This is an optimization exercise on Yosys and OpenROAD, whose aim is small area, a short achievable clock period and few clock cycles per item, not a production implementation.
Function was checked by simulation only, so behaviour that the tests miss may differ from the original.
Power is estimated from default activity; no workload was simulated.

File: design/flow/flow/run.sh
#!/bin/bash
# Layout flow: the standard ORFS flow with two changes.
#  - Synthesis is the standard one except for the ABC script that maps the
#    combinational logic (flow/abc.script, delay-targeted &nf mapping).
#    Registers are mapped before ABC runs, so they are the standard ones.
#  - Port buffers are buf_2 cells instead of the delay cell buffer_ports picks.
#  - Clock tree synthesis adds no dummy loads to the clock tree.
set -euo pipefail
here=$(pwd)
flowdir=$(cd "$(dirname "${BASH_SOURCE[0]}")" && pwd)

# synth.tcl with the ABC script swapped
sed "s#  log_cmd abc {\*}\$abc_args#  set abc_args [lreplace \$abc_args 0 1 -script $flowdir/abc.script]\n  log_cmd abc {*}\$abc_args#" \
    "$FLOW_HOME/scripts/synth.tcl" > "$here/synth_custom_abc.tcl"
grep -q "abc.script" "$here/synth_custom_abc.tcl"
sed "s#source \$::env(SCRIPTS_DIR)/synth.tcl#source $here/synth_custom_abc.tcl#" \
    "$here/synth_recipe.tcl" > "$here/synth_recipe_custom.tcl"
grep -q "synth_custom_abc.tcl" "$here/synth_recipe_custom.tcl"
sed "s#SYNTH_SCRIPT=[^ ]*synth_recipe.tcl#SYNTH_SCRIPT=$here/synth_recipe_custom.tcl#" \
    "$here/standard.sh" > "$here/standard_custom.sh"
grep -q "synth_recipe_custom.tcl" "$here/standard_custom.sh"

bash "$here/standard_custom.sh" \
    BUFFER_PORTS_ARGS="-buffer_cell sky130_fd_sc_hd__buf_2" \
    CTS_ARGS="-sink_clustering_enable -repair_clock_nets -buf_list sky130_fd_sc_hd__clkbuf_8 -dont_use_dummy_load" \
    finish > "$here/flow_make.log" 2>&1
File: design/flow/flow/abc.script

&get -n
&st
&dch
&nf -p
&put
topo
buffer -p
upsize -D 2000
dnsize -D 2000
File: design/flow/standard.sh
#!/bin/bash
# synth_recipe.tcl (not shown) runs the flow's synth.tcl, then flattens the netlist and writes it again
# the make line also repeats each setting of config.mk as NAME=value (left out here)
make -C /OpenROAD-flow-scripts/flow DESIGN_CONFIG=/design/flow/config.mk WORK_HOME=/design/flow/orfs CLKGATE_MAP_FILE= SYNTH_SCRIPT=/design/flow/synth_recipe.tcl "${@:-finish}"
File: design/flow/config.mk
export PLATFORM = sky130hd
export DESIGN_NAME = mipsExecUnit
export DESIGN_NICKNAME = mipsExecUnit
export VERILOG_FILES = /design/flow/design.v
export SDC_FILE = /design/flow/constraint.sdc
export NUM_CORES = 4
export LEC_CHECK = 0
export CAP_MARGIN = 20
export CORE_MARGIN = 2
export CORE_UTILIZATION = 40
export CTS_BUF_LIST = sky130_fd_sc_hd__clkbuf_8
export CTS_CLUSTER_DIAMETER = 100
export CTS_CLUSTER_SIZE = 30
export GPL_TIMING_DRIVEN = 1
export SETUP_SLACK_MARGIN = 2.2
export SLEW_MARGIN = 20
File: design/flow/constraint.sdc
create_clock -name core_clock -period 5.0 [get_ports {clk}]
set_input_delay 1.0000 -clock core_clock [delete_from_list [all_inputs] [get_ports {clk}]]
set_output_delay 1.0000 -clock core_clock [all_outputs]
set_load 0.01 [all_outputs]
File: design/flow/design.v
package mipsPkg;
    localparam int dataWidth    = 32;
    localparam int regAddrWidth = 5;
    localparam int opWidth      = 6;
    localparam int functWidth   = 6;
    localparam int immWidth     = 16;
    localparam int aluOpWidth   = 4;
    localparam logic [opWidth-1:0] opRtype  = 6'b000000;
    localparam logic [opWidth-1:0] opRegimm = 6'b000001;
    localparam logic [opWidth-1:0] opBeq    = 6'b000100;
    localparam logic [opWidth-1:0] opBne    = 6'b000101;
    localparam logic [opWidth-1:0] opBlez   = 6'b000110;
    localparam logic [opWidth-1:0] opBgtz   = 6'b000111;
    localparam logic [opWidth-1:0] opAddi   = 6'b001000;
    localparam logic [opWidth-1:0] opAddiu  = 6'b001001;
    localparam logic [opWidth-1:0] opSlti   = 6'b001010;
    localparam logic [opWidth-1:0] opSltiu  = 6'b001011;
    localparam logic [opWidth-1:0] opAndi   = 6'b001100;
    localparam logic [opWidth-1:0] opOri    = 6'b001101;
    localparam logic [opWidth-1:0] opXori   = 6'b001110;
    localparam logic [opWidth-1:0] opLui    = 6'b001111;
    localparam logic [functWidth-1:0] functSll  = 6'b000000;
    localparam logic [functWidth-1:0] functSrl  = 6'b000010;
    localparam logic [functWidth-1:0] functSra  = 6'b000011;
    localparam logic [functWidth-1:0] functSllv = 6'b000100;
    localparam logic [functWidth-1:0] functSrlv = 6'b000110;
    localparam logic [functWidth-1:0] functSrav = 6'b000111;
    localparam logic [functWidth-1:0] functAdd  = 6'b100000;
    localparam logic [functWidth-1:0] functAddu = 6'b100001;
    localparam logic [functWidth-1:0] functSub  = 6'b100010;
    localparam logic [functWidth-1:0] functSubu = 6'b100011;
    localparam logic [functWidth-1:0] functAnd  = 6'b100100;
    localparam logic [functWidth-1:0] functOr   = 6'b100101;
    localparam logic [functWidth-1:0] functXor  = 6'b100110;
    localparam logic [functWidth-1:0] functNor  = 6'b100111;
    localparam logic [functWidth-1:0] functSlt  = 6'b101010;
    localparam logic [functWidth-1:0] functSltu = 6'b101011;
    localparam logic [aluOpWidth-1:0] aluZero = 4'd0;    
    localparam logic [aluOpWidth-1:0] aluAdd  = 4'd1;
    localparam logic [aluOpWidth-1:0] aluSub  = 4'd2;
    localparam logic [aluOpWidth-1:0] aluSlt  = 4'd3;
    localparam logic [aluOpWidth-1:0] aluSltu = 4'd4;
    localparam logic [aluOpWidth-1:0] aluAnd  = 4'd5;
    localparam logic [aluOpWidth-1:0] aluOr   = 4'd6;
    localparam logic [aluOpWidth-1:0] aluXor  = 4'd7;
    localparam logic [aluOpWidth-1:0] aluNor  = 4'd8;
    localparam logic [aluOpWidth-1:0] aluSll  = 4'd9;
    localparam logic [aluOpWidth-1:0] aluSrl  = 4'd10;
    localparam logic [aluOpWidth-1:0] aluSra  = 4'd11;
endpackage
`timescale 1ns/1ps
module instrDecode (
    input  logic                             clk,
    input  logic                             rstN,
    input  logic                             inValid,
    output logic                             inReady,
    input  logic [31:0]                      instr,
    input  logic [31:0]                      rsValue,
    input  logic [31:0]                      rtValue,
    output logic                             downValid,
    input  logic                             downReady,
    output logic [mipsPkg::aluOpWidth-1:0]   downAluOp,
    output logic [31:0]                      downPropagate,
    output logic [31:0]                      downGenerate,
    output logic [4:0]                       downShiftAmt,
    output logic [4:0]                       downDest,
    output logic                             downBranchTaken,
    output logic                             downIllegal
);
    logic [5:0]  op;
    logic [5:0]  fn;
    logic [4:0]  rtF;
    logic        isR;
    logic        isRegimm;
    logic [mipsPkg::aluOpWidth-1:0] aluOp;
    logic        branch;
    logic        illegal;
    logic        isLui;
    logic        useImm;
    logic        sub;
    logic [31:0] imm;
    logic [31:0] operandA;
    logic [31:0] operandB;
    logic [31:0] rtOrdered;
    logic        passB;
    logic [4:0]  shiftAmt;
    logic [4:0]  dest;
    logic        rsZero;
    logic        rsNeg;
    logic        eq;
    logic        taken;
    assign op  = instr[31:26];
    assign fn  = instr[5:0];
    assign rtF = instr[20:16];
    assign isR      = (op == mipsPkg::opRtype);
    assign isRegimm = (op == mipsPkg::opRegimm);
    always_comb begin
        aluOp   = mipsPkg::aluZero;
        branch  = 1'b0;
        illegal = 1'b0;
        if (isR) begin
            case (fn)
                mipsPkg::functAdd, mipsPkg::functAddu: aluOp = mipsPkg::aluAdd;
                mipsPkg::functSub, mipsPkg::functSubu: aluOp = mipsPkg::aluSub;
                mipsPkg::functAnd:  aluOp = mipsPkg::aluAnd;
                mipsPkg::functOr:   aluOp = mipsPkg::aluOr;
                mipsPkg::functXor:  aluOp = mipsPkg::aluXor;
                mipsPkg::functNor:  aluOp = mipsPkg::aluNor;
                mipsPkg::functSlt:  aluOp = mipsPkg::aluSlt;
                mipsPkg::functSltu: aluOp = mipsPkg::aluSltu;
                mipsPkg::functSll, mipsPkg::functSllv: aluOp = mipsPkg::aluSll;
                mipsPkg::functSrl, mipsPkg::functSrlv: aluOp = mipsPkg::aluSrl;
                mipsPkg::functSra, mipsPkg::functSrav: aluOp = mipsPkg::aluSra;
                default:            illegal = 1'b1;
            endcase
        end else begin
            case (op)
                mipsPkg::opAddi, mipsPkg::opAddiu: aluOp = mipsPkg::aluAdd;
                mipsPkg::opSlti:  aluOp = mipsPkg::aluSlt;
                mipsPkg::opSltiu: aluOp = mipsPkg::aluSltu;
                mipsPkg::opAndi:  aluOp = mipsPkg::aluAnd;
                mipsPkg::opOri:   aluOp = mipsPkg::aluOr;
                mipsPkg::opXori:  aluOp = mipsPkg::aluXor;
                mipsPkg::opLui:   aluOp = mipsPkg::aluSrl;
                mipsPkg::opBeq, mipsPkg::opBne,
                mipsPkg::opBlez, mipsPkg::opBgtz: branch = 1'b1;
                mipsPkg::opRegimm: begin
                    if (rtF[4:1] == 4'd0) begin
                        branch = 1'b1;
                    end else begin
                        illegal = 1'b1;
                    end
                end
                default: illegal = 1'b1;
            endcase
        end
    end
    assign dest = (illegal || branch) ? 5'd0 : (isR ? instr[15:11] : rtF);
    assign isLui  = (op == mipsPkg::opLui);
    assign useImm = op[3];
    assign sub    = op[3] ? (op[1] && !op[2]) : (fn[5] && fn[1] && !fn[2]);
    assign imm    = isLui ? {instr[15:0], 16'd0}
                          : {{16{instr[15] && !op[2]}}, instr[15:0]};
    always_comb begin
        for (int i = 0; i < 32; i++) begin
            rtOrdered[i] = (!fn[5] && !fn[1]) ? rtValue[31-i] : rtValue[i];
        end
    end
    assign operandB = (useImm ? imm : rtOrdered) ^ {32{sub}};
    assign passB    = op[3] ? (op[2:0] == 3'b111) : !fn[5];
    assign operandA = rsValue & {32{!passB}};
    assign shiftAmt = isLui ? 5'd0 : (fn[2] ? rsValue[4:0] : instr[10:6]);
    assign rsZero = (rsValue == 32'd0);
    assign rsNeg  = rsValue[31];
    assign eq     = (rsValue == rtValue);
    always_comb begin
        taken = 1'b0;
        if (isRegimm) begin
            taken = rtF[0] ? !rsNeg : rsNeg;
        end else begin
            case (op[1:0])
                2'b00: taken = eq;
                2'b01: taken = !eq;
                2'b10: taken = rsNeg || rsZero;
                2'b11: taken = !rsNeg && !rsZero;
            endcase
        end
        taken = taken && branch;
    end
    assign inReady = !downValid || downReady;
    always_ff @(posedge clk or negedge rstN) begin
        if (!rstN) begin
            downValid <= 1'b0;
        end else if (inReady) begin
            downValid <= inValid;
        end
    end
    always_ff @(posedge clk) begin
        if (inValid && inReady) begin
            downAluOp       <= aluOp;
            downPropagate   <= operandA ^ operandB;
            downGenerate    <= operandA & operandB;
            downShiftAmt    <= shiftAmt;
            downDest        <= dest;
            downBranchTaken <= taken;
            downIllegal     <= illegal;
        end
    end
endmodule
`timescale 1ns/1ps
module aluExecute (
    input  logic [mipsPkg::aluOpWidth-1:0] aluOp,
    input  logic [31:0]                    propagate,
    input  logic [31:0]                    generate_,
    input  logic [4:0]                     shiftAmt,
    output logic [31:0]                    data
);
    logic        selSum, selSlt, selSltu, selAnd, selOr, selXor, selNor;
    logic        selSll, selSrl, selSra;
    logic        cin;
    logic [31:0] p;
    logic [31:0] g;
    logic [31:0] pp;
    logic [31:0] gg;
    logic [31:0] carry;
    logic [31:0] sum;
    logic        cout;
    logic        lessThan;
    logic [31:0] orv;
    logic [31:0] early;
    logic [31:0] shIn;
    logic [31:0] shOut;
    logic        fill;
    assign selSum  = (aluOp == mipsPkg::aluAdd) || (aluOp == mipsPkg::aluSub);
    assign selSlt  = (aluOp == mipsPkg::aluSlt);
    assign selSltu = (aluOp == mipsPkg::aluSltu);
    assign selAnd  = (aluOp == mipsPkg::aluAnd);
    assign selOr   = (aluOp == mipsPkg::aluOr);
    assign selXor  = (aluOp == mipsPkg::aluXor);
    assign selNor  = (aluOp == mipsPkg::aluNor);
    assign selSll  = (aluOp == mipsPkg::aluSll);
    assign selSrl  = (aluOp == mipsPkg::aluSrl);
    assign selSra  = (aluOp == mipsPkg::aluSra);
    assign cin     = (aluOp == mipsPkg::aluSub) || selSlt || selSltu;
    assign p = propagate;
    assign g = generate_;
    always_comb begin
        gg = g;
        pp = p;
        for (int l = 0; l < 5; l++) begin
            for (int j = 0; j < 32; j++) begin
                if (j[l]) begin
                    gg[j] = gg[j] | (pp[j] & gg[((j >> l) << l) - 1]);
                    pp[j] = pp[j] & pp[((j >> l) << l) - 1];
                end
            end
        end
    end
    assign carry = {gg[30:0] | (pp[30:0] & {31{cin}}), cin};
    assign sum   = p ^ carry;
    assign cout  = gg[31] | (pp[31] & cin);
    assign lessThan = selSltu ? !cout : (p[31] ? sum[31] : g[31]);
    assign shIn  = p;
    assign fill  = selSra & p[31];
    always_comb begin
        logic [31:0] x;
        x = shIn;
        for (int l = 0; l < 5; l++) begin
            for (int i = 0; i < 32; i++) begin
                if (shiftAmt[l]) begin
                    x[i] = (i + (1 << l) < 32) ? x[i + (1 << l)] : fill;
                end
            end
        end
        shOut = x;
    end
    assign orv = p | g;
    always_comb begin
        for (int i = 0; i < 32; i++) begin
            early[i] = (selSum & p[i])
                     | (selAnd & g[i])
                     | (selOr  & orv[i])
                     | (selXor & p[i])
                     | (selNor & !orv[i])
                     | ((selSrl | selSra) & shOut[i])
                     | (selSll & shOut[31-i]);
        end
        data    = early ^ (carry & {32{selSum}});
        data[0] = data[0] | ((selSlt | selSltu) & lessThan);
    end
endmodule
`timescale 1ns/1ps
module resultStage (
    input  logic        clk,
    input  logic        rstN,
    input  logic        upValid,
    output logic        upReady,
    input  logic [31:0] upData,
    input  logic [4:0]  upDest,
    input  logic        upBranchTaken,
    input  logic        upIllegal,
    output logic        outValid,
    input  logic        outReady,
    output logic [31:0] outData,
    output logic [4:0]  outDest,
    output logic        outWriteEn,
    output logic        outBranchTaken,
    output logic        outIllegal
);
    logic load;
    assign upReady = !outValid || outReady;
    assign load    = upValid && upReady;
    always_ff @(posedge clk or negedge rstN) begin
        if (!rstN) begin
            outValid <= 1'b0;
        end else if (upReady) begin
            outValid <= upValid;
        end
    end
    always_ff @(posedge clk) begin
        if (load) begin
            outData        <= upData;
            outDest        <= upDest;
            outBranchTaken <= upBranchTaken;
            outIllegal     <= upIllegal;
        end
    end
    assign outWriteEn = (outDest != 5'd0);
endmodule
`timescale 1ns/1ps
module mipsExecUnit (
    input  logic                                clk,
    input  logic                                rstN,
    input  logic                                inValid,
    output logic                                inReady,
    input  logic [mipsPkg::dataWidth-1:0]       instr,
    input  logic [mipsPkg::dataWidth-1:0]       rsValue,
    input  logic [mipsPkg::dataWidth-1:0]       rtValue,
    output logic                                outValid,
    input  logic                                outReady,
    output logic [mipsPkg::dataWidth-1:0]       outData,
    output logic [mipsPkg::regAddrWidth-1:0]    outDest,
    output logic                                outWriteEn,
    output logic                                outBranchTaken,
    output logic                                outIllegal
);
    logic                               decValid;
    logic                               decReady;
    logic [mipsPkg::aluOpWidth-1:0]     decAluOp;
    logic [31:0]                        decPropagate;
    logic [31:0]                        decGenerate;
    logic [4:0]                         decShiftAmt;
    logic [4:0]                         decDest;
    logic                               decBranchTaken;
    logic                               decIllegal;
    logic [31:0]                        exeData;
    instrDecode uDecode (
        .clk             (clk),
        .rstN            (rstN),
        .inValid         (inValid),
        .inReady         (inReady),
        .instr           (instr),
        .rsValue         (rsValue),
        .rtValue         (rtValue),
        .downValid       (decValid),
        .downReady       (decReady),
        .downAluOp       (decAluOp),
        .downPropagate   (decPropagate),
        .downGenerate    (decGenerate),
        .downShiftAmt    (decShiftAmt),
        .downDest        (decDest),
        .downBranchTaken (decBranchTaken),
        .downIllegal     (decIllegal)
    );
    aluExecute uExecute (
        .aluOp    (decAluOp),
        .propagate(decPropagate),
        .generate_(decGenerate),
        .shiftAmt (decShiftAmt),
        .data     (exeData)
    );
    resultStage uResult (
        .clk            (clk),
        .rstN           (rstN),
        .upValid        (decValid),
        .upReady        (decReady),
        .upData         (exeData),
        .upDest         (decDest),
        .upBranchTaken  (decBranchTaken),
        .upIllegal      (decIllegal),
        .outValid       (outValid),
        .outReady       (outReady),
        .outData        (outData),
        .outDest        (outDest),
        .outWriteEn     (outWriteEn),
        .outBranchTaken (outBranchTaken),
        .outIllegal     (outIllegal)
    );
endmodule
==> results of run 1 <==
==> per-layer routing <==
| layer | up-vias | part of all wire [%] |
|---|---|---|
| li1 | 4442 | - |
| met3 | 94 | 9.9 |
| met4 | 0 | 4.1 |
| met1 | 4505 | 43 |
| met5 | - | 0 |
| met2 | 644 | 43 |
==> final timing paths <==
path,from,to,cells past startpoint
min in group core_clock,uDecode.downDest[4],uResult.outDest[4],0
max in group asynchronous,rstN,uResult.outValid,1
setup reg to reg,uDecode.downPropagate[12],uResult.outData[27],7
hold reg to reg,uDecode.downDest[4],uResult.outDest[4],0
setup / recovery,rtValue[21],uDecode.downBranchTaken,9
hold / removal,rstN,uDecode.downValid,1
==> through the flow <==
step / hold slack (ps) / worst slack, ps / cells
final: 306 / 2020 / 1566
after global routing: 286 / 1990 / 1566
after CTS: 290 / 2090 / 1537
after detailed placement: 410 / 1340 / 1510
after global placement: 401 / 1360 / 1510
after floorplan: 400 / 1920 / 1110
==> final cells by class <==
type,count,area (µm²),area share (%)
Sequential cell,121,3620,30.9
Inverter,32,126,1.08
Multi-Input combinational cell,878,6150,52.4
Timing Repair Buffer,194,1190,10.1
Tap cell,324,405,3.46
Clock buffer,17,234,2.00
==> sequential cells by signal, summed over array words and instances, names as in the netlist <==
register	cells
uDecode.downGenerate	32
uResult.outIllegal	1
uResult.outBranchTaken	1
uResult.outData	32
uDecode.downBranchTaken	1
uDecode.downIllegal	1
uResult.outDest	5
uDecode.downDest	5
uDecode.downShiftAmt	5
uResult.outValid	1
uDecode.downValid	1
uDecode.downAluOp	4
uDecode.downPropagate	32
==> layout by cell type, fill, tap and decap left out, types with 8 or more instances in the layout <==
cell,netlist,routed
a31oi_1,22,20
clkbuf_8,0,17
o21ai_1,0,11
nand2_1,108,108
a21oi_1,126,124
ha_1,36,36
a221oi_1,20,18
a22oi_1,13,12
nand3_1,15,15
o21ai_0,90,77
nor3_1,21,20
a211oi_1,14,12
a21o_1,9,9
mux4_2,28,28
nand4_1,12,12
o21a_1,10,10
inv_1,31,23
buf_2,5,132
mux2i_1,27,24
nor2b_1,28,28
xor2_1,39,39
a221o_1,8,8
buf_4,1,53
edfxtp_1,119,119
xnor2_1,39,36
nor4_1,9,9
nor2_1,99,94
nand2b_1,13,13
o211ai_1,11,11
==> power groups by stage <==
stage / clock [mW] / combinational [mW] / sequential [mW]
3_5_place_dp: 0 / 0.982 / 1.46
3_3_place_gp: 0 / 0.978 / 1.45
2_1_floorplan: 0 / 0.668 / 1.39
5_1_grt: 0.697 / 1.21 / 1.43
4_1_cts: 0.659 / 1.02 / 1.43
6_report: 0.645 / 1.11 / 1.42
==> cells in the mapped netlist (4+ instances only) <==
master / instances
a21oi_1: 126
edfxtp_1: 119
nand2_1: 108
nor2_1: 99
o21ai_0: 90
clkbuf_1: 70
xnor2_1: 39
xor2_1: 39
ha_1: 36
inv_1: 31
mux4_2: 28
nor2b_1: 28
mux2i_1: 27
a31oi_1: 22
nor3_1: 21
a221oi_1: 20
nand3_1: 15
a211oi_1: 14
a22oi_1: 13
nand2b_1: 13
nand4_1: 12
o211ai_1: 11
o21a_1: 10
a21o_1: 9
nor4_1: 9
a221o_1: 8
o22ai_1: 8
a2111oi_0: 6
o311ai_0: 6
and2_1: 5
buf_2: 5
or2_2: 5
a22o_1: 4
mux2_2: 4
nand3b_1: 4
o31ai_1: 4
==> kinds of logic (layout without fill, tap and decap cells) <==
logic type	Yosys count	count (layout)	share of synthesized area (%)
AO/OA/AOI/OAI	375	375	23.4
XOR/XNOR	78	78	6.84
adder cells (fa/ha/maj)	36	36	4.51
buffers and inverters	111	243	4.27
flip-flops	121	121	36.3
multiplexers	59	59	9.47
AND/OR/NAND/NOR	330	330	15.2
==> timing repair <==
action | 4_1_cts | 5_1_grt
pin swaps | 10 | 9
setup buffers | 10 | 28
setup endpoints to repair | 44 | 44
hold buffers | 0 | 0
gates resized for setup | 34 | 37
cloned | 0 | 1
==> out/metrics.yaml, run 1 <==
global_route:
  grt_pass1_vias: 8881
  grt_use_met2_pct: 38.8
  gr-usage-all-layers_pct: 26.8
  busiest_layer: "met1"
  antenna_found_initial: 0
  overflow: 0
  grt_max_degree: 81
  globalRouteMet3Util_pct: 5.62
  met1_usage_pct: 38.9
  grt_pass1_wl_um: 53300
finish:
  final_area_mm2: 0.0117
  fin_util_pct: 48.1
  nFillCells: 2408
  fin_nets: 1380
  synthToLayoutAreaGrowth_pct: 17.4
  drive_above_1_share_pct: 23.7
  diodes: 0
critical_path:
  critPathBufInv: 2
  cp-end-kind: "flop"
  critPathArrivalTime_ps: 3190
  crit_required_ps: 5220
  worst-setup-path-type: "in2reg"
  r2r_setup_slack_ps: 2280
  critPathTopFamily: "compound AO/OA/AOI/OAI gates"
  worstPathCellList: "buf_2, inv_2, a22o_1, a2111oi_4, nand3_1, or4_1, o41a_1, a21bo_1, o221a_2"
  critical_path.slowest_cell: "or4_1"
  startpoint_type: "input pin"
  cpPeakStageDelay_ps: 430
  cp_max_fo: 3
sta:
  grt_setup_unrepaired: "true"
  slew_headroom_pct: 29.5
  fin_crit_sh_pct: 59.5
  period_minus_slack_ps: 2980
  tns_ps: 0
  final-setup-viol-count: 0
  fin_skew_ps: 31.6
  fmax_mhz: 336
  slew_viol_final: 0
  worst_slew_pin_slew_ps: 1060
  hold_violations: 0
synthesis:
  synth_top_area_share_pct: 35.8
  synth_cell_types: 62
  synth_top_area_cell: "edfxtp_1"
  syn_inst: 1110
  syn-cell-area_mm2: 0.00999
  postSynthAreaPerCell_um2: 9.00
  ys_ff_latch: 121
  synth_edf_count: 119
  async_reset_ff_share_pct: 1.65
  yosysSeqAreaShare_pct: 36.3
  synth_area_leaders: "edfxtp_1, a21oi_1, mux4_2, ha_1, o21ai_0"
  synthFlopType: "edfxtp_1"
  yosysWarnings: 3
  syn_nets: 1246
drt:
  drt_iter0_drc: 1118
  wl_um: 35100
  ant_nets: 0
  vias: 9685
  drt-vias-per-instance: 6.18
  first_pass_iters: 14
  drc_errors: 0
  routedWlPerCell_um: 22.4
floorplan:
  die_h_um: 162
  dieArea_mm2: 0.0262
  initial_utilization_pct: 40.9
  core_area_mm2: 0.0244
  rows: 57
  die_w_um: 162
  ios: 142
placed_design:
  port_buffers: 136
  place_area_mm2: 0.0109
  routabilityCongestion: 0.990
  hpwl_um: 25900
worst_hold_path:
  min_path_type: "in2async"
clock_network:
  cts.sinks: 121
  clk_latency_ps: 460
  cts_root_buf: "clkbuf_8"
  cts_tree: "yes"
  path_clk_slew_ps: 90
  cts.path.max_buffers: 2
  h-tree-depth: 4
  cts_made_buffers: 17
pwr:
  vdd_drop_max_uv: 146
  power_mw: 3.18
  seqPwrFrac_pct: 44.7
  power.leakage_nw: 4.47
  power_density_mw_per_mm2: 271
  p_sw_share_pct: 35.7
  switching_power_mw: 1.13
  power_frac_comb_pct: 34.9
  internal_power_mw: 2.04
  clock_power_share_pct: 20.3
status:
  status: "finished clean"
job:
  drv_cap: 0
Testbench counts, summed over its fixed seeds: cycles 24,016, items 24,000.
==> run 2: changes to the inputs <==
--- a/design/flow/flow/run.sh
+++ b/design/flow/flow/run.sh
@@ -22,5 +22,5 @@
 
 bash "$here/standard_custom.sh" \
-    BUFFER_PORTS_ARGS="-buffer_cell sky130_fd_sc_hd__buf_2" \
+    BUFFER_PORTS_ARGS="-buffer_cell sky130_fd_sc_hd__buf_1" \
     CTS_ARGS="-sink_clustering_enable -repair_clock_nets -buf_list sky130_fd_sc_hd__clkbuf_8 -dont_use_dummy_load" \
     finish > "$here/flow_make.log" 2>&1
==> design/flow/flow/abc.script (replaced) <==

&get -n
&st
&dch
&nf -D 2000
&put
topo
buffer -p
upsize -D 2000
dnsize -D 2000
==> run 2 against run 1 <==
Still clean on timing, DRC and antenna. Die area rose by 0.30%. Area after synthesis up 0.30%. Highest routed layer unchanged. Critical path depth unchanged. Sequential share of layout area grew 0.61 points. Wire length increased by 1.5%. Final cell count down 0.51%. Critical endpoint is now uResult.outData[22]. Core utilization down 1.1 points.
==> out/metrics.yaml, run 2 <==
status:
  status: "finished clean"
critical_path:
  startpoint_type: "flop"
  cp_max_fo: 4
  cp-end-kind: "flop"
  critPathArrivalTime_ps: 2960
  cp-startpoint: "uDecode.downShiftAmt[1]"
  crit_required_ps: 5170
  worst-setup-path-type: "reg2reg"
  r2r-start: "uDecode.downShiftAmt[1]"
sta:
  whs_ps: 334
  fin_skew_ps: 30.7
  fin_crit_sh_pct: 56.0
  slew_headroom_pct: 31.5
  hold_violations: 0
  final-setup-viol-count: 0
  grt_setup_unrepaired: "true"
  tns_ps: 0
  period_minus_slack_ps: 2800
  fmax_mhz: 357
  setup_ws_ps: 2200
  worst_slew_pin_slew_ps: 1030
  slew_viol_final: 0
drt:
  drt_iter0_drc: 1080
  wl_um: 35600
  drc_errors: 0
  vias: 9699
  ant_nets: 0
  drt-vias-per-instance: 6.23
  first_pass_iters: 6
  routedWlPerCell_um: 22.9
synthesis:
  synthFlopType: "edfxtp_1"
  synth_top_area_cell: "edfxtp_1"
  synthTopCellsByCount: "a21oi_1, edfxtp_1, nand2_1, nor2_1, o21ai_0"
  syn-cell-area_mm2: 0.0100
  synth_cell_types: 61
  yosysWarnings: 3
  yosysMostFrequentCell: "a21oi_1"
  async_reset_ff_share_pct: 1.65
  synth_edf_count: 119
  ys_ff_latch: 121
  syn_nets: 1249
  postSynthAreaPerCell_um2: 9.00
  synth_top_area_share_pct: 35.7
  yosysSeqAreaShare_pct: 36.2
  syn_inst: 1113
  synth_area_leaders: "edfxtp_1, a21oi_1, mux4_2, ha_1, o21ai_0"
pwr:
  switching_power_mw: 1.14
  power_mw: 3.15
  seqPwrFrac_pct: 45.4
  power_density_mw_per_mm2: 274
  power.leakage_nw: 4.04
  p_sw_share_pct: 36.1
  vdd_drop_max_uv: 147
  power_frac_comb_pct: 34.2
  internal_power_mw: 2.01
  clock_power_share_pct: 20.5
floorplan:
  ios: 142
  die_w_um: 162
  dieArea_mm2: 0.0263
  die_h_um: 162
  initial_utilization_pct: 40.9
  core_area_mm2: 0.0245
  rows: 57
finish:
  synthToLayoutAreaGrowth_pct: 14.8
  final_area_mm2: 0.0115
  final_cell_mix: "buf_1, a21oi_1, edfxtp_1"
  instances_no_fill: 1558
  largestRegisters: "uDecode.downGenerate: 32 flops, uDecode.downPropagate: 32 flops, uResult.outData: 32 flops"
  fin_nets: 1372
  fin_util_pct: 47.0
  layout_commonest_cell: "buf_1"
  diodes: 0
  drive_above_1_share_pct: 12.4
clock_network:
  cts_tree: "yes"
  cts.path.max_buffers: 2
  cts_hold_buffers: 0
  cts_root_buf: "clkbuf_8"
  clk_latency_ps: 440
  path_clk_slew_ps: 70
  cts_made_buffers: 17
  h-tree-depth: 4
  cts.sinks: 121
placed_design:
  port_buffers: 136
  hpwl_um: 26500
  place_ws_ps: 1490
  place_area_mm2: 0.0108
  placed_cells: 1514
  routabilityCongestion: 0.974
worst_hold_path:
  min_path_type: "in2async"
job:
  drv_cap: 0
global_route:
  grt_pass1_wl_um: 52400
  grt_pass1_vias: 8660
  overflow: 0
  antenna_found_initial: 0
  grt_max_degree: 81
  gr-usage-all-layers_pct: 26.6
## run 2: power groups by stage
stage	Combinational [mW]	Clock [mW]	Sequential, mW
2_1_floorplan	0.668	0	1.39
3_3_place_gp	0.960	0	1.45
3_5_place_dp	0.968	0	1.45
4_1_cts	1.00	0.660	1.43
5_1_grt	1.17	0.696	1.44
6_report	1.08	0.645	1.43
## run 2: path summary, 6_finish.rpt
kind | cells after the start | endpoint | slack [ps]
worst max-delay path | 9 | uResult.outData[22] | 2200
worst min-delay path | 1 | uDecode.downValid | 330
worst max register to register | 9 | uResult.outData[22] | 2200
worst min register to register | 0 | uResult.outDest[2] | 430
max in group asynchronous | 1 | uResult.outValid | 4550
min in group core_clock | 0 | uResult.outDest[2] | 430
## run 2: cell families (layout without fill, tap and decap cells)
group | Yosys count | after routing | synth area share, %
adder cells (fa/ha/maj) | 36 | 36 | 4.50
AO/OA/AOI/OAI | 382 | 382 | 23.6
buffers and inverters | 112 | 233 | 4.40
multiplexers | 59 | 59 | 9.44
XOR/XNOR | 78 | 78 | 6.82
AND/OR/NAND/NOR | 325 | 325 | 15.0
flip-flops | 121 | 121 | 36.2
## run 2: area by class of cell
cell class              instances  area (µm²)
clock buffers                  17         234
fillers                      2481       13000
inverters                      32         128
multi-input cells             880        6150
flip-flops and latches        121        3620
well taps                     324         405
repair buffers                183         950
repair inverters                1        7.51
## run 2: repair_timing
action | 4_1_cts | 5_1_grt
endpoints found under the setup margin | 50 | 55
setup buffers | 10 | 15
gates cloned | 1 | 1
resized for setup | 20 | 60
pin swaps | 1 | 6
## run 2: layer usage
metal	wire length [µm]	track usage (%)
met1	15200	38.8
met2	15700	39.5
met4	1120	9.86
met5	0	0
met3	3660	4.70
## run 2: worst max-delay path, stage by stage, from the launching register on
cell      delay (ps)
edfxtp_1         460
buf_4            190
mux4_2           560
mux2i_2          200
nor2_1            70
a31oi_2          290
o21ai_2          120
a221oi_1         280
o21ai_1          120
xor2_1           220
==> run 3: changes to the inputs <==
--- a/design/flow/config.mk
+++ b/design/flow/config.mk
@@ -13,4 +13,4 @@
 export CTS_CLUSTER_SIZE = 30
 export GPL_TIMING_DRIVEN = 1
-export SETUP_SLACK_MARGIN = 2.2
+export SETUP_SLACK_MARGIN = 2.4
 export SLEW_MARGIN = 20
==> run 3 against run 2 <==
Flip-flop and latch count unchanged. Power increased by 4.7%. Via count grew 2.2%. Synthesized cell count stayed put. Largest power group unchanged. Still clean on timing, DRC and antenna. Combinational power rose by 14%. Critical path type unchanged. Final cell count up 2.6%.
==> out/metrics.yaml, run 3 <==
synthesis:
  synthFlopType: "edfxtp_1"
  synthTopCellsByCount: "a21oi_1, edfxtp_1, nand2_1, nor2_1, o21ai_0"
  yosysSeqAreaShare_pct: 36.2
  async_reset_ff_share_pct: 1.65
  syn-cell-area_mm2: 0.0100
  syn_nets: 1249
  synth_top_area_share_pct: 35.7
  synth_area_leaders: "edfxtp_1, a21oi_1, mux4_2, ha_1, o21ai_0"
  synth_cell_types: 61
  syn_inst: 1113
  yosysMostFrequentCell: "a21oi_1"
  synth_top_area_cell: "edfxtp_1"
  synth_edf_count: 119
  ys_ff_latch: 121
  yosysWarnings: 3
  postSynthAreaPerCell_um2: 9.00
global_route:
  busiest_layer: "met1"
  grt_pass1_wl_um: 52700
  overflow: 0
  globalRouteMet3Util_pct: 4.85
  grt_pass1_vias: 8957
  gr-usage-all-layers_pct: 26.5
  grt_use_met2_pct: 38.8
  met1_usage_pct: 39.0
  grt_max_degree: 81
  antenna_found_initial: 0
drt:
  vias: 9910
  first_pass_iters: 6
  drt-vias-per-instance: 6.20
  drc_errors: 0
  ant_nets: 0
  wl_um: 36000
  drt_iter0_drc: 1170
  routedWlPerCell_um: 22.5
finish:
  diodes: 0
  fin_nets: 1413
  synthToLayoutAreaGrowth_pct: 21.7
  nFillCells: 2345
  largestRegisters: "uDecode.downGenerate: 32 flops, uDecode.downPropagate: 32 flops, uResult.outData: 32 flops"
  drive_above_1_share_pct: 22.1
  layout_commonest_cell: "edfxtp_1"
  final_cell_mix: "edfxtp_1, buf_1, a21oi_1"
pwr:
  vdd_drop_max_uv: 117
  power_frac_comb_pct: 37.2
  internal_power_mw: 2.10
  p_sw_share_pct: 36.5
  clock_power_share_pct: 20.0
  power.leakage_nw: 4.34
  power_density_mw_per_mm2: 271
  switching_power_mw: 1.20
  seqPwrFrac_pct: 42.8
  power_mw: 3.30
clock_network:
  cts.sinks: 121
  cts.path.max_buffers: 2
  cts_made_buffers: 17
  h-tree-depth: 4
  cts_root_buf: "clkbuf_8"
  clk_latency_ps: 450
  cts_tree: "yes"
  path_clk_slew_ps: 80
sta:
  grt_setup_unrepaired: "true"
  period_minus_slack_ps: 2700
  slew_viol_final: 0
  hold_violations: 0
  fin_crit_sh_pct: 54.1
  final-setup-viol-count: 0
  fin_skew_ps: 27.7
  tns_ps: 0
  whs_ps: 311
  slew_headroom_pct: 31.8
  worst_slew_pin_slew_ps: 1020
  fmax_mhz: 370
critical_path:
  cp_max_fo: 7
  cp-startpoint: "uDecode.downShiftAmt[1]"
  r2r-start: "uDecode.downShiftAmt[1]"
  reg2reg_depth: 11
  startpoint_type: "flop"
  worst-setup-path-type: "reg2reg"
  critPathArrivalTime_ps: 2890
  cp-end-kind: "flop"
  crit_required_ps: 5190
placed_design:
  hpwl_um: 25800
  routabilityCongestion: 0.946
  port_buffers: 136
floorplan:
  ios: 142
  die_w_um: 162
  rows: 57
  dieArea_mm2: 0.0263
  initial_utilization_pct: 40.9
  core_area_mm2: 0.0245
  die_h_um: 162
job:
  drv_cap: 0
status:
  status: "finished clean"
worst_hold_path:
  min_path_type: "in2async"
==> run 3: cell counts after synthesis <==
Identical to the previous run, type by type.
==> run 3: logic make-up after synthesis <==
logic type | after synthesis | synth area share [%]
simple gates | 325 | 15.0
fa+ha+maj | 36 | 4.50
compound gates | 382 | 23.6
flops | 121 | 36.2
buf+inv | 112 | 4.40
xor+xnor | 78 | 6.82
mux | 59 | 9.44
==> run 3: what timing repair did <==
action | in CTS | in global routing
buffers inserted | 48 | 20
hold buffers | 0 | 0
endpoints found under the setup margin | 86 | 55
gates resized for setup | 76 | 84
gates cloned | 1 | 1
pin swaps | 14 | 29
==> run 3: through the flow <==
stage	setup WS (ps)	util (%)	instance area (µm²)	cells
floorplan	2260	-	10200	1113
global placement	1420	44.6	10900	1512
detailed placement	1400	44.6	10900	1512
CTS	2270	47.9	11700	1578
global route	2220	49.8	12200	1599
finish	2300	49.8	12200	1599
==> run 3: cell type report <==
| cell class | count | area (µm²) | area share, % |
|---|---|---|---|
| multi-input cells | 881 | 6520 | 53.4 |
| flip-flops and latches | 121 | 3620 | 29.7 |
| repair buffers | 223 | 1280 | 10.5 |
| well taps | 324 | 405 | 3.32 |
| clock buffers | 17 | 234 | 1.92 |
| inverters | 32 | 128 | 1.05 |
| repair inverters | 1 | 5.00 | 0.0410 |
==> run 3: power by group through the flow <==
| stage | clock, mW | sequential (mW) | combinational [mW] |
|---|---|---|---|
| final | 0.660 | 1.41 | 1.23 |
| after CTS | 0.671 | 1.41 | 1.10 |
| after floorplan | 0 | 1.39 | 0.689 |
| after global placement | 0 | 1.45 | 0.959 |
| after detailed placement | 0 | 1.46 | 0.967 |
| after global routing | 0.709 | 1.42 | 1.32 |
==> run 3: path summary, 6_finish.rpt <==
check                                              end  slack (ps)
worst max-delay path               uResult.outData[17]        2300
worst min-delay path                  uResult.outValid         310
worst max register to register     uResult.outData[17]        2300
worst min register to register  uResult.outBranchTaken         430
max in group asynchronous            uDecode.downValid        4570
min in group core_clock         uResult.outBranchTaken         430
==> run 3: layer usage <==
| layer | up-vias | share of wire [%] | routed length, µm |
|---|---|---|---|
| met4 | 0 | 3.1 | 1110 |
| met5 | - | 0 | 0 |
| li1 | 4525 | - | - |
| met1 | 4637 | 43 | 15500 |
| met3 | 64 | 10 | 3740 |
| met2 | 684 | 43 | 15600 |
==> run 3: worst max-delay path: stages (launching register included) <==
cell and delay (ps):
edfxtp_1 430, buf_6 160, buf_12 130, buf_4 130, mux4_2 490, mux2i_2 210, nand2_1 100, o21ai_2 100
o21ai_2 110, a221o_1 340, a21oi_2 150, xnor2_1 100
==> run 4: changes to the inputs <==
==> design/flow/flow/abc.script (replaced) <==

&get -n
&st
&dch
&nf -D 3000
&put
topo
buffer -p
upsize -D 3000
dnsize -D 3000
--- a/design/flow/config.mk
+++ b/design/flow/config.mk
@@ -13,4 +13,4 @@
 export CTS_CLUSTER_SIZE = 30
 export GPL_TIMING_DRIVEN = 1
-export SETUP_SLACK_MARGIN = 2.4
+export SETUP_SLACK_MARGIN = 2.2
 export SLEW_MARGIN = 20
==> run 4 against run 3 <==
Combinational power shrank 11%. Critical path depth shrank 3. Still clean. Highest routed layer unchanged. Hold slack gained 13 ps. Critical endpoint is now uResult.outData[5].
==> out/metrics.yaml, run 4 <==
global_route:
  grt_pass1_wl_um: 52300
  grt_max_degree: 81
  antenna_found_initial: 0
  gr-usage-all-layers_pct: 26.2
  grt_pass1_vias: 8838
  overflow: 0
synthesis:
  synth_top_area_share_pct: 35.8
  yosysSeqAreaShare_pct: 36.3
  synth_cell_types: 56
  syn-cell-area_mm2: 0.00998
  async_reset_ff_share_pct: 1.65
  syn_nets: 1249
  synthTopCellsByCount: "a21oi_1, edfxtp_1, nand2_1, nor2_1, o21ai_0"
  synth.mux.area_fraction_pct: 9.36
  yosysWarnings: 3
  synth_compound_area_share_pct: 23.7
  syn_inst: 1113
  synth_top_family_by_area: "compound AO/OA/AOI/OAI gates"
  synth_area_leaders: "edfxtp_1, a21oi_1, mux4_2, o21ai_0, ha_1"
  synth_fa_ha_area_share_pct: 4.51
  postSynthAreaPerCell_um2: 8.97
  synth_edf_count: 119
  synthXorXnorAreaFrac_pct: 6.84
  synthFlopType: "edfxtp_1"
  synthSimpleGateAreaFrac_pct: 15.1
  yosysMostFrequentCell: "a21oi_1"
  ys_ff_latch: 121
  synth_top_area_cell: "edfxtp_1"
clock_network:
  cts.sinks: 121
  path_clk_slew_ps: 80
  clk_latency_ps: 440
  cts_tree: "yes"
  cts_made_buffers: 17
  cts_hold_buffers: 0
  cts.path.max_buffers: 2
  h-tree-depth: 4
  cts_root_buf: "clkbuf_8"
sta:
  period_minus_slack_ps: 2750
  setup_ws_ps: 2250
  hold_violations: 0
  worst_slew_pin_slew_ps: 1050
  grt_setup_unrepaired: "true"
  tns_ps: 0
  slew_headroom_pct: 30.1
  final-setup-viol-count: 0
  fin_skew_ps: 26.9
  fmax_mhz: 364
  whs_ps: 324
  fin_crit_sh_pct: 54.9
  slew_viol_final: 0
drt:
  drc_errors: 0
  first_pass_iters: 6
  wl_met3_um: 3660
  met2_length_um: 14900
  drt_iter0_drc: 1213
  wl_um: 34800
  highest_layer: "met4"
  vias: 9702
  ant_nets: 0
  routedWlPerCell_um: 22.2
  wl_met1_um: 15100
  drt-vias-per-instance: 6.19
finish:
  fin_util_pct: 47.3
  largestRegisters: "uDecode.downGenerate: 32 flops, uDecode.downPropagate: 32 flops, uResult.outData: 32 flops"
  instances_no_fill: 1568
  drive_above_1_share_pct: 12.7
  fin_nets: 1382
  layout_commonest_cell: "buf_1"
  diodes: 0
  synthToLayoutAreaGrowth_pct: 15.5
  final_cell_mix: "buf_1, a21oi_1, edfxtp_1"
  final_area_mm2: 0.0115
placed_design:
  place_ws_ps: 1390
  placed_cells: 1512
  hpwl_um: 26200
  port_buffers: 136
  place_area_mm2: 0.0108
  routabilityCongestion: 0.956
critical_path:
  cp-end-kind: "flop"
  cp_max_fo: 9
  r2r_end: "uResult.outData[5]"
  worst-setup-path-type: "reg2reg"
  crit_required_ps: 5160
  startpoint_type: "flop"
  critPathArrivalTime_ps: 2900
  r2r-start: "uDecode.downAluOp[0]"
  r2r_setup_slack_ps: 2250
  reg2reg_depth: 8
pwr:
  power_density_mw_per_mm2: 274
  vdd_drop_max_uv: 176
  power.leakage_nw: 4.06
  power_mw: 3.16
floorplan:
  rows: 57
  initial_utilization_pct: 40.9
  die_h_um: 162
  dieArea_mm2: 0.0262
  core_area_mm2: 0.0244
  die_w_um: 162
  ios: 142
job:
  drv_cap: 0
status:
  status: "finished clean"
worst_hold_path:
  min_path_type: "in2async"
## run 4: cell count changes after synthesis
| cell | delta |
|---|---|
| mux4_1 | -3 |
| mux4_2 | +3 |
| o21ai_2 | -1 |
| o21ai_0 | +2 |
| buf_2 | -10 |
| buf_6 | -1 |
| buf_1 | +1 |
| clkbuf_1 | +10 |
| o21ai_1 | -1 |
## run 4: kinds of logic after synthesis
group / after synthesis
xor gates and xnor gates: 78
and+or+nand+nor: 325
buffers and inverters: 112
DFF: 121
adders and majority gates: 36
AOI/OAI and AO/OA: 382
muxes: 59
## run 4: final cells by class
type | instances | area, µm²
fillers | 2470 | 12900
multi-input cells | 880 | 6150
flip-flops and latches | 121 | 3620
repair buffers | 193 | 978
well taps | 324 | 405
clock buffers | 17 | 234
inverters | 32 | 124
repair inverters | 1 | 7.51
## run 4: power breakdown
part	switching (mW)	internal, mW
Combinational	0.652	0.444
Sequential	0.139	1.28
Clock	0.348	0.299
## run 4: repair_timing
action,in CTS,in global routing
gates cloned,1,0
gates resized for setup,16,49
endpoints found under the setup margin,47,69
pin swaps,0,1
buffers inserted,7,31
## run 4: critical path: stages, from the launching register on
cell	delay, ps
edfxtp_1	520
xnor2_2	260
o22ai_1	230
nor2_2	610
nand2_1	130
a22oi_1	320
o21ai_0	140
a21oi_1	180
xor2_1	90
## run 4: worst max-delay path by stage
stage                              startpoint                        to  slack, ps  depth (start not counted)
floorplan                           instr[29]  uDecode.downPropagate[0]       2140                          7
global placement      uDecode.downShiftAmt[1]       uResult.outData[27]       1430                          9
detailed placement    uDecode.downShiftAmt[1]       uResult.outData[27]       1390                          9
CTS                 uDecode.downPropagate[31]       uResult.outData[27]       2040                          8
global route             uDecode.downAluOp[0]       uResult.outData[27]       2130                          8
finish                   uDecode.downAluOp[0]        uResult.outData[5]       2250                          8
## run 4: routing by layer
layer	track usage, %	vias to the layer above
li1	-	4458
met1	37.9	4533
met2	39.1	633
met3	5.44	78
met4	9.21	0
met5	0	-
==> run 5: changes to the inputs <==
==> design/flow/flow/abc.script (replaced) <==
&get -n
&st
&dch
&nf -D 2000
&put
topo
buffer -p
dnsize -D 3000
==> run 5 against run 4 <==
Highest routed layer unchanged. Final cell count unchanged. Sequential power about the same. Hold slack unchanged. Power unchanged. Still clean on timing, DRC and antenna.
==> out/metrics.yaml, run 5 <==
status:
  status: "finished clean"
placed_design:
  routabilityCongestion: 0.956
  place_area_mm2: 0.0108
  hpwl_um: 26200
  placed_cells: 1512
  port_buffers: 136
drt:
  vias: 9702
  drt_iter0_drc: 1213
  routedWlPerCell_um: 22.2
  ant_nets: 0
  first_pass_iters: 6
  drc_errors: 0
  drt-vias-per-instance: 6.19
  wl_um: 34800
pwr:
  internal_power_mw: 2.02
  power_frac_comb_pct: 34.7
  seqPwrFrac_pct: 44.9
  power_density_mw_per_mm2: 274
  switching_power_mw: 1.14
  clock_power_share_pct: 20.4
  vdd_drop_max_uv: 176
  power.leakage_nw: 4.06
  p_sw_share_pct: 36.0
synthesis:
  synthTopCellsByCount: "a21oi_1, edfxtp_1, nand2_1, nor2_1, o21ai_0"
  synthFlopType: "edfxtp_1"
  ys_ff_latch: 121
  synth_edf_count: 119
  syn-cell-area_mm2: 0.00998
  postSynthAreaPerCell_um2: 8.97
  syn_inst: 1113
  yosysWarnings: 3
  synth_top_area_share_pct: 35.8
  yosysMostFrequentCell: "a21oi_1"
  yosysSeqAreaShare_pct: 36.3
  synth_top_area_cell: "edfxtp_1"
  syn_nets: 1249
  synth_cell_types: 56
  synth_area_leaders: "edfxtp_1, a21oi_1, mux4_2, o21ai_0, ha_1"
  async_reset_ff_share_pct: 1.65
finish:
  instances_no_fill: 1568
  largestRegisters: "uDecode.downGenerate: 32 flops, uDecode.downPropagate: 32 flops, uResult.outData: 32 flops"
  synthToLayoutAreaGrowth_pct: 15.5
  layout_commonest_cell: "buf_1"
  final_cell_mix: "buf_1, a21oi_1, edfxtp_1"
  drive_above_1_share_pct: 12.7
  multi_input_area_mm2: 0.00615
  final_area_mm2: 0.0115
  diodes: 0
  nFillCells: 2470
  seq_area_mm2: 0.00362
  fin_nets: 1382
global_route:
  antenna_found_initial: 0
  grt_pass1_vias: 8838
  grt_pass1_wl_um: 52300
  gr-usage-all-layers_pct: 26.2
  overflow: 0
  grt_max_degree: 81
clock_network:
  cts_made_buffers: 17
  cts_hold_buffers: 0
  path_clk_slew_ps: 80
  h-tree-depth: 4
  cts_tree: "yes"
  cts.sinks: 121
  clk_latency_ps: 440
  cts_root_buf: "clkbuf_8"
  cts.path.max_buffers: 2
floorplan:
  ios: 142
  rows: 57
  die_h_um: 162
  core_area_mm2: 0.0244
  initial_utilization_pct: 40.9
  die_w_um: 162
  dieArea_mm2: 0.0262
critical_path:
  r2r_end: "uResult.outData[5]"
  cp-startpoint: "uDecode.downAluOp[0]"
  startpoint_type: "flop"
  cp_max_fo: 9
  reg2reg_depth: 8
  worst-setup-path-type: "reg2reg"
  cp-end-kind: "flop"
  crit_required_ps: 5160
  critPathArrivalTime_ps: 2900
  cp-endpoint: "uResult.outData[5]"
  r2r_setup_slack_ps: 2250
  r2r-start: "uDecode.downAluOp[0]"
job:
  drv_cap: 0
sta:
  fin_skew_ps: 26.9
  final-setup-viol-count: 0
  slew_viol_final: 0
  grt_setup_unrepaired: "true"
  hold_violations: 0
  worst_slew_pin_slew_ps: 1050
  fmax_mhz: 364
  whs_ps: 324
  fin_crit_sh_pct: 54.9
  slew_headroom_pct: 30.1
  period_minus_slack_ps: 2750
  tns_ps: 0
worst_hold_path:
  min_path_type: "in2async"
run 5: cell families after synthesis:
kind of cell / synth area share [%]
fa+ha+maj: 4.51
compound gates: 23.7
flops: 36.3
buf+inv: 4.21
xor+xnor: 6.84
simple gates: 15.1
mux: 9.36
run 5: layout make-up:
cell class	instances	share of cell area, %
clock buffers	17	2.03
inverters	32	1.07
multi-input cells	880	53.4
flip-flops and latches	121	31.4
well taps	324	3.52
repair buffers	193	8.49
repair inverters	1	0.0651
run 5: per-layer routing:
| layer | GRT usage [%] | routed length, µm | vias to the layer above |
|---|---|---|---|
| met5 | 0 | 0 | - |
| met2 | 39.1 | 14900 | 633 |
| li1 | - | - | 4458 |
| met4 | 9.21 | 1170 | 0 |
| met1 | 37.9 | 15100 | 4533 |
| met3 | 5.44 | 3660 | 78 |
run 5: how the worst min path moves through the flow:
| stage | startpoint | endpoint | slack [ps] | depth (start not counted) |
|---|---|---|---|---|
| finish | rstN | uDecode.downValid | 320 | 1 |
| global route | rstN | uResult.outValid | 300 | 1 |
| CTS | rstN | uDecode.downValid | 300 | 1 |
| detailed placement | uDecode.downDest[4] | uResult.outDest[4] | 410 | 0 |
| global placement | uDecode.downIllegal | uResult.outIllegal | 400 | 0 |
| floorplan | uDecode.downBranchTaken | uResult.outBranchTaken | 400 | 0 |
run 5: metrics by stage:
stage / util, % / total power, mW / setup slack (ps)
2_1_floorplan: - / 2.06 / 2140
3_3_place_gp: 44.1 / 2.40 / 1430
3_5_place_dp: 44.1 / 2.42 / 1390
4_1_cts: 45.5 / 3.08 / 2040
5_1_grt: 47.3 / 3.33 / 2130
6_report: 47.3 / 3.16 / 2250
run 5: worst max-delay path, stage by stage, from the launching register on:
cell and delay [ps]:
edfxtp_1 520, xnor2_2 260, o22ai_1 230, nor2_2 610
nand2_1 130, a22oi_1 320, o21ai_0 140, a21oi_1 180
xor2_1 90
run 5: what timing repair did:
item / 4_1_cts / 5_1_grt
endpoints found under the setup margin: 47 / 69
gates cloned: 1 / 0
pin swaps: 0 / 1
resized for setup: 16 / 49
setup buffers: 7 / 31
run 5: power by group through the flow:
stage / Clock (mW) / Sequential, mW / Combinational, mW
5_1_grt: 0.703 / 1.43 / 1.19
3_3_place_gp: 0 / 1.45 / 0.952
6_report: 0.646 / 1.42 / 1.10
2_1_floorplan: 0 / 1.39 / 0.666
4_1_cts: 0.660 / 1.43 / 0.988
3_5_place_dp: 0 / 1.46 / 0.961
==> run 6: changes to the inputs <==
==> design/flow/flow/abc.script (replaced) <==

&get -n
&st
&dch
&nf -D 5000
&put
topo
buffer -p
upsize -D 5000
dnsize -D 5000
==> run 6 against run 5 <==
Die area is the same. Clock power about the same. Fmax unchanged. Critical path depth unchanged. Critical path type unchanged. Critical endpoint unchanged. Largest power group unchanged. Highest routed layer unchanged.
==> out/metrics.yaml, run 6 <==
status:
  status: "finished clean"
global_route:
  gr-usage-all-layers_pct: 26.2
  grt_pass1_vias: 8838
  grt_max_degree: 81
  overflow: 0
  antenna_found_initial: 0
  grt_pass1_wl_um: 52300
pwr:
  power.leakage_nw: 4.06
  power_mw: 3.16
  vdd_drop_max_uv: 176
  power_density_mw_per_mm2: 274
worst_hold_path:
  min_path_type: "in2async"
finish:
  drive_above_1_share_pct: 12.7
  layout_commonest_cell: "buf_1"
  diodes: 0
  seq_area_mm2: 0.00362
  nFillCells: 2470
  synthToLayoutAreaGrowth_pct: 15.5
  final_cell_mix: "buf_1, a21oi_1, edfxtp_1"
  fin_nets: 1382
  largestRegisters: "uDecode.downGenerate: 32 flops, uDecode.downPropagate: 32 flops, uResult.outData: 32 flops"
  multi_input_area_mm2: 0.00615
  final_area_mm2: 0.0115
  instances_no_fill: 1568
drt:
  drc_errors: 0
  routedWlPerCell_um: 22.2
  drt-vias-per-instance: 6.19
  wl_um: 34800
  vias: 9702
  drt_iter0_drc: 1213
  ant_nets: 0
  first_pass_iters: 6
sta:
  grt_setup_unrepaired: "true"
  whs_ps: 324
  hold_violations: 0
  fin_crit_sh_pct: 54.9
  fin_skew_ps: 26.9
  tns_ps: 0
  period_minus_slack_ps: 2750
  fmax_mhz: 364
  worst_slew_pin_slew_ps: 1050
  slew_headroom_pct: 30.1
  final-setup-viol-count: 0
  slew_viol_final: 0
clock_network:
  path_clk_slew_ps: 80
  cts_hold_buffers: 0
  clk_latency_ps: 440
  cts_root_buf: "clkbuf_8"
  h-tree-depth: 4
  cts_made_buffers: 17
  cts.sinks: 121
  cts.path.max_buffers: 2
  cts_tree: "yes"
floorplan:
  dieArea_mm2: 0.0262
  die_w_um: 162
  die_h_um: 162
  core_area_mm2: 0.0244
  rows: 57
  ios: 142
  initial_utilization_pct: 40.9
job:
  drv_cap: 0
synthesis:
  postSynthAreaPerCell_um2: 8.97
  async_reset_ff_share_pct: 1.65
  yosysMostFrequentCell: "a21oi_1"
  synth_top_area_share_pct: 35.8
  synth_cell_types: 56
  syn-cell-area_mm2: 0.00998
  yosysWarnings: 3
  syn_inst: 1113
  synthFlopType: "edfxtp_1"
  synth_edf_count: 119
  yosysSeqAreaShare_pct: 36.3
  synth_area_leaders: "edfxtp_1, a21oi_1, mux4_2, o21ai_0, ha_1"
  synthTopCellsByCount: "a21oi_1, edfxtp_1, nand2_1, nor2_1, o21ai_0"
  syn_nets: 1249
  synth_top_area_cell: "edfxtp_1"
  ys_ff_latch: 121
placed_design:
  routabilityCongestion: 0.956
  port_buffers: 136
  hpwl_um: 26200
  placed_cells: 1512
  place_area_mm2: 0.0108
critical_path:
  cp_max_fo: 9
  critPathArrivalTime_ps: 2900
  worst-setup-path-type: "reg2reg"
  crit_required_ps: 5160
  startpoint_type: "flop"
  cp-end-kind: "flop"
==> run 6: cells by family after synthesis <==
logic type	share of synthesized area (%)
buffers and inverters	4.21
and+or+nand+nor	15.1
xor gates and xnor gates	6.84
DFF	36.3
adders and majority gates	4.51
AOI/OAI and AO/OA	23.7
muxes	9.36
==> run 6: power by group <==
part | internal [mW] | switching, mW | total (mW)
clock network | 0.299 | 0.348 | 0.646
logic | 0.444 | 0.652 | 1.10
registers | 1.28 | 0.139 | 1.42
total | 2.02 | 1.14 | 3.16
==> run 6: final timing paths <==
check / startpoint / endpoint / slack, ps / cells after the start
min reg2reg: uDecode.downDest[4] / uResult.outDest[4] / 430 / 0
max: uDecode.downAluOp[0] / uResult.outData[5] / 2250 / 8
min in group core_clock: uDecode.downDest[4] / uResult.outDest[4] / 430 / 0
min: rstN / uDecode.downValid / 320 / 1
max in group asynchronous: rstN / uResult.outValid / 4550 / 1
max reg2reg: uDecode.downAluOp[0] / uResult.outData[5] / 2250 / 8
==> run 6: worst max-delay path, cell delays in order, from the launching register on <==
cell and delay, ps:
edfxtp_1 520, xnor2_2 260, o22ai_1 230, nor2_2 610, nand2_1 130, a22oi_1 320
o21ai_0 140, a21oi_1 180, xor2_1 90
==> run 6: final cells by class <==
class | instances | share of cell area [%]
multi-input cells | 880 | 53.4
flip-flops and latches | 121 | 31.4
repair buffers | 193 | 8.49
well taps | 324 | 3.52
clock buffers | 17 | 2.03
inverters | 32 | 1.07
repair inverters | 1 | 0.0651
==> run 6: repair_timing <==
item                                    CTS  global route
endpoints found under the setup margin   47            69
gates resized for setup                  16            49
buffers inserted                          7            31
pin swaps                                 0             1
hold endpoints to repair                  0             0
cloned                                    1             0
==> run 6: layer usage <==
layer	part of all wire [%]	wire length (µm)	GRT usage (%)	up-vias
met5	0	0	0	-
met4	3.4	1170	9.21	0
met3	11	3660	5.44	78
met2	43	14900	39.1	633
met1	43	15100	37.9	4533
li1	-	-	-	4458
==> run 6: through the flow <==
| stage | utilization [%] | setup WS [ps] |
|---|---|---|
| after global routing | 47.3 | 2130 |
| after global placement | 44.1 | 1430 |
| after floorplan | - | 2140 |
| after detailed placement | 44.1 | 1390 |
| final | 47.3 | 2250 |
| after CTS | 45.5 | 2040 |
==> run 7: changes to the inputs <==
--- a/design/flow/flow/run.sh
+++ b/design/flow/flow/run.sh
@@ -22,5 +22,5 @@
 
 bash "$here/standard_custom.sh" \
-    BUFFER_PORTS_ARGS="-buffer_cell sky130_fd_sc_hd__buf_1" \
+    BUFFER_PORTS_ARGS="-buffer_cell sky130_fd_sc_hd__buf_2" \
     CTS_ARGS="-sink_clustering_enable -repair_clock_nets -buf_list sky130_fd_sc_hd__clkbuf_8 -dont_use_dummy_load" \
     finish > "$here/flow_make.log" 2>&1
==> design/flow/flow/abc.script (replaced) <==

&get -n
&st
&dch
&nf -D 2000
&put
topo
buffer -p
upsize -D 2000
dnsize -D 2000
--- a/design/flow/config.mk
+++ b/design/flow/config.mk
@@ -13,4 +13,4 @@
 export CTS_CLUSTER_SIZE = 30
 export GPL_TIMING_DRIVEN = 1
-export SETUP_SLACK_MARGIN = 2.2
+export SETUP_SLACK_MARGIN = 2.0
 export SLEW_MARGIN = 20
==> run 7 against run 6 <==
First-iteration DRC count fell by 14%. Largest power group unchanged. Final cell count fell by 1.7%. Die area rose by 0.35%. Sequential power barely moved. Hold slack got worse by 21 ps. Still clean. Area after synthesis rose by 0.35%. Global-route usage fell by 0.073 points. Flip-flop and latch count did not move. Design area fell by 1.7%. Wire length fell by 0.36%. Sequential share of layout area rose by 0.53 points. Via count fell by 2.5%.
==> out/metrics.yaml, run 7 <==
drt:
  drc_errors: 0
  routedWlPerCell_um: 22.5
  drt_iter0_drc: 1048
  ant_nets: 0
  vias: 9457
  drt-vias-per-instance: 6.14
  first_pass_iters: 5
  wl_um: 34700
critical_path:
  reg2reg_depth: 8
  startpoint_type: "flop"
  cp_max_fo: 11
  cp-end-kind: "flop"
  critPathArrivalTime_ps: 3060
  worst-setup-path-type: "reg2reg"
  crit_required_ps: 5160
global_route:
  grt_pass1_vias: 8708
  overflow: 0
  antenna_found_initial: 1
  grt_max_degree: 81
  grt_pass1_wl_um: 52000
  gr-usage-all-layers_pct: 26.2
clock_network:
  clk_latency_ps: 460
  cts_made_buffers: 17
  cts_tree: "yes"
  h-tree-depth: 4
  cts.sinks: 121
  cts_hold_buffers: 0
  cts_root_buf: "clkbuf_8"
  cts.path.max_buffers: 2
  path_clk_slew_ps: 90
finish:
  fin_nets: 1355
  largestRegisters: "uDecode.downGenerate: 32 flops, uDecode.downPropagate: 32 flops, uResult.outData: 32 flops"
  diodes: 0
  synthToLayoutAreaGrowth_pct: 13.2
  fin_util_pct: 46.3
  layout_commonest_cell: "buf_2"
  final_cell_mix: "buf_2, a21oi_1, edfxtp_1"
  drive_above_1_share_pct: 19.3
job:
  drv_cap: 0
pwr:
  seqPwrFrac_pct: 46.3
  internal_power_mw: 2.00
  power_frac_comb_pct: 33.0
  switching_power_mw: 1.11
  clock_power_share_pct: 20.7
  p_sw_share_pct: 35.6
  power.leakage_nw: 4.29
  power_density_mw_per_mm2: 274
  vdd_drop_max_uv: 121
floorplan:
  rows: 57
  ios: 142
  core_area_mm2: 0.0245
  die_w_um: 162
  dieArea_mm2: 0.0263
  die_h_um: 162
  initial_utilization_pct: 40.9
synthesis:
  ys_ff_latch: 121
  syn-cell-area_mm2: 0.0100
  synthFlopType: "edfxtp_1"
  synth_top_area_cell: "edfxtp_1"
  yosysMostFrequentCell: "a21oi_1"
  postSynthAreaPerCell_um2: 9.00
  synth_cell_types: 61
  syn_inst: 1113
  async_reset_ff_share_pct: 1.65
  synth_top_area_share_pct: 35.7
  synth_area_leaders: "edfxtp_1, a21oi_1, mux4_2, ha_1, o21ai_0"
  synthTopCellsByCount: "a21oi_1, edfxtp_1, nand2_1, nor2_1, o21ai_0"
  yosysWarnings: 3
  syn_nets: 1249
  synth_edf_count: 119
  yosysSeqAreaShare_pct: 36.2
sta:
  final-setup-viol-count: 0
  tns_ps: 0
  fmax_mhz: 344
  fin_crit_sh_pct: 58.1
  hold_violations: 0
  grt_setup_unrepaired: "true"
  period_minus_slack_ps: 2900
  fin_skew_ps: 36.9
  slew_headroom_pct: 30.5
  whs_ps: 302
  slew_viol_final: 0
  worst_slew_pin_slew_ps: 1040
placed_design:
  hpwl_um: 26200
  port_buffers: 136
  routabilityCongestion: 0.967
worst_hold_path:
  min_path_type: "in2async"
status:
  status: "finished clean"
==> run 7: changes by cell type after synthesis <==
cell / delta
o21ai_0: -2
o21ai_1: +1
mux4_1: +3
clkbuf_1: -10
mux4_2: -3
buf_6: +1
buf_1: -1
o21ai_2: +1
buf_2: +10
==> run 7: power by group through the flow <==
stage | Sequential [mW] | Clock (mW) | Combinational [mW]
after floorplan | 1.39 | 0 | 0.668
after global placement | 1.45 | 0 | 0.968
after detailed placement | 1.46 | 0 | 0.974
after CTS | 1.43 | 0.669 | 0.999
after global routing | 1.45 | 0.705 | 1.12
final | 1.44 | 0.644 | 1.03
==> run 7: final timing paths <==
| check | startpoint | end | slack, ps |
|---|---|---|---|
| setup / recovery | uDecode.downAluOp[1] | uResult.outData[0] | 2100 |
| max in group asynchronous | rstN | uResult.outValid | 4590 |
| hold reg to reg | uDecode.downDest[4] | uResult.outDest[4] | 430 |
| setup reg to reg | uDecode.downAluOp[1] | uResult.outData[0] | 2100 |
| hold / removal | rstN | uDecode.downValid | 300 |
| min in group core_clock | uDecode.downDest[4] | uResult.outDest[4] | 430 |
==> run 7: cell type report <==
type | instances | area [µm²]
Sequential cell | 121 | 3620
Multi-Input combinational cell | 880 | 6010
Clock buffer | 17 | 234
Timing Repair Buffer | 166 | 931
Tap cell | 324 | 405
Fill cell | 2423 | 13100
Inverter | 32 | 124
Timing Repair inverter | 1 | 7.51
==> run 7: metal layers <==
metal  share of wire [%]  vias to the layer above  GRT usage (%)
li1                    -                     4406              -
met1                  44                     4379           37.5
met2                  43                      600           38.0
met3                 9.7                       70           5.44
met4                 3.6                        2           11.7
met5               0.032                        -              0
==> run 7: timing repair <==
item / CTS / global route
gates resized for setup: 4 / 5
pin swaps: 1 / 0
buffers inserted: 10 / 5
cloned: 1 / 0
setup endpoints to repair: 32 / 29
hold endpoints to repair: 0 / 0
==> run 7: through the flow <==
stage	std cells	worst slack [ps]	cell area (µm²)	power, mW
6_report	1541	2100	11300	3.11
5_1_grt	1541	1910	11300	3.27
4_1_cts	1536	2010	11300	3.10
3_5_place_dp	1508	1430	10900	2.43
3_3_place_gp	1508	1460	10900	2.42
2_1_floorplan	1113	2130	10000	2.06
==> run 7: cell families after synthesis <==
| kind of cell | share of synthesized area (%) |
|---|---|
| and+or+nand+nor | 15.0 |
| muxes | 9.44 |
| xor gates and xnor gates | 6.82 |
| DFF | 36.2 |
| adders and majority gates | 4.50 |
| AOI/OAI and AO/OA | 23.6 |
| buffers and inverters | 4.40 |
==> run 7: worst max-delay path, cell delays in order (launching register included) <==
cell and delay, ps:
edfxtp_1 550, xnor2_2 320, o22ai_2 280, or2_2 510
a221o_1 390, a21oi_1 100, o21ai_0 130, xnor2_1 190
o311ai_0 150

==> separate check: timing with driven ports <==
In the flow no input, the clock included, has a driving cell. The finished layouts below were timed again as built, in two steps.
Step 1 (the two cells are an assumption about what drives the block):
set clk [get_ports {clk}]
set_driving_cell -lib_cell sky130_fd_sc_hd__clkbuf_16 $clk
set_driving_cell -lib_cell sky130_fd_sc_hd__buf_2 [delete_from_list [all_inputs] $clk]
Step 2 times the ports against the registers' clock, not the clock port: input delays grow and output delays shrink by t, the midpoint of the rising clock arrivals with the driver on.
Three values: ideal ports, drivers, drivers and shift; two values: the first two.
run | t, ns | slack for setup (ns) | worst setup path after step 2 | pins driven straight from the clock port
run 1 | 0.480 | 2.024 / 2.044 / 1.564 | input to register | 1
run 2 | 0.473 | 2.201 / 2.201 / 1.813 | input to register | 1
run 3 | 0.486 | 2.295 / 2.295 / 1.937 | input to register | 1
run 4 | 0.473 | 2.255 / 2.255 / 1.850 | input to register | 1
run 5 | 0.473 | 2.255 / 2.255 / 1.850 | input to register | 1
run 6 | 0.473 | 2.255 / 2.255 / 1.850 | input to register | 1
run 7 | 0.481 | 2.097 / 2.097 / 1.682 | input to register | 1
After both steps setup and hold are still met in every run listed. The setup slack of run 1, which loses most, moves by +0.020 ns with the drivers and by -0.460 ns with both steps.
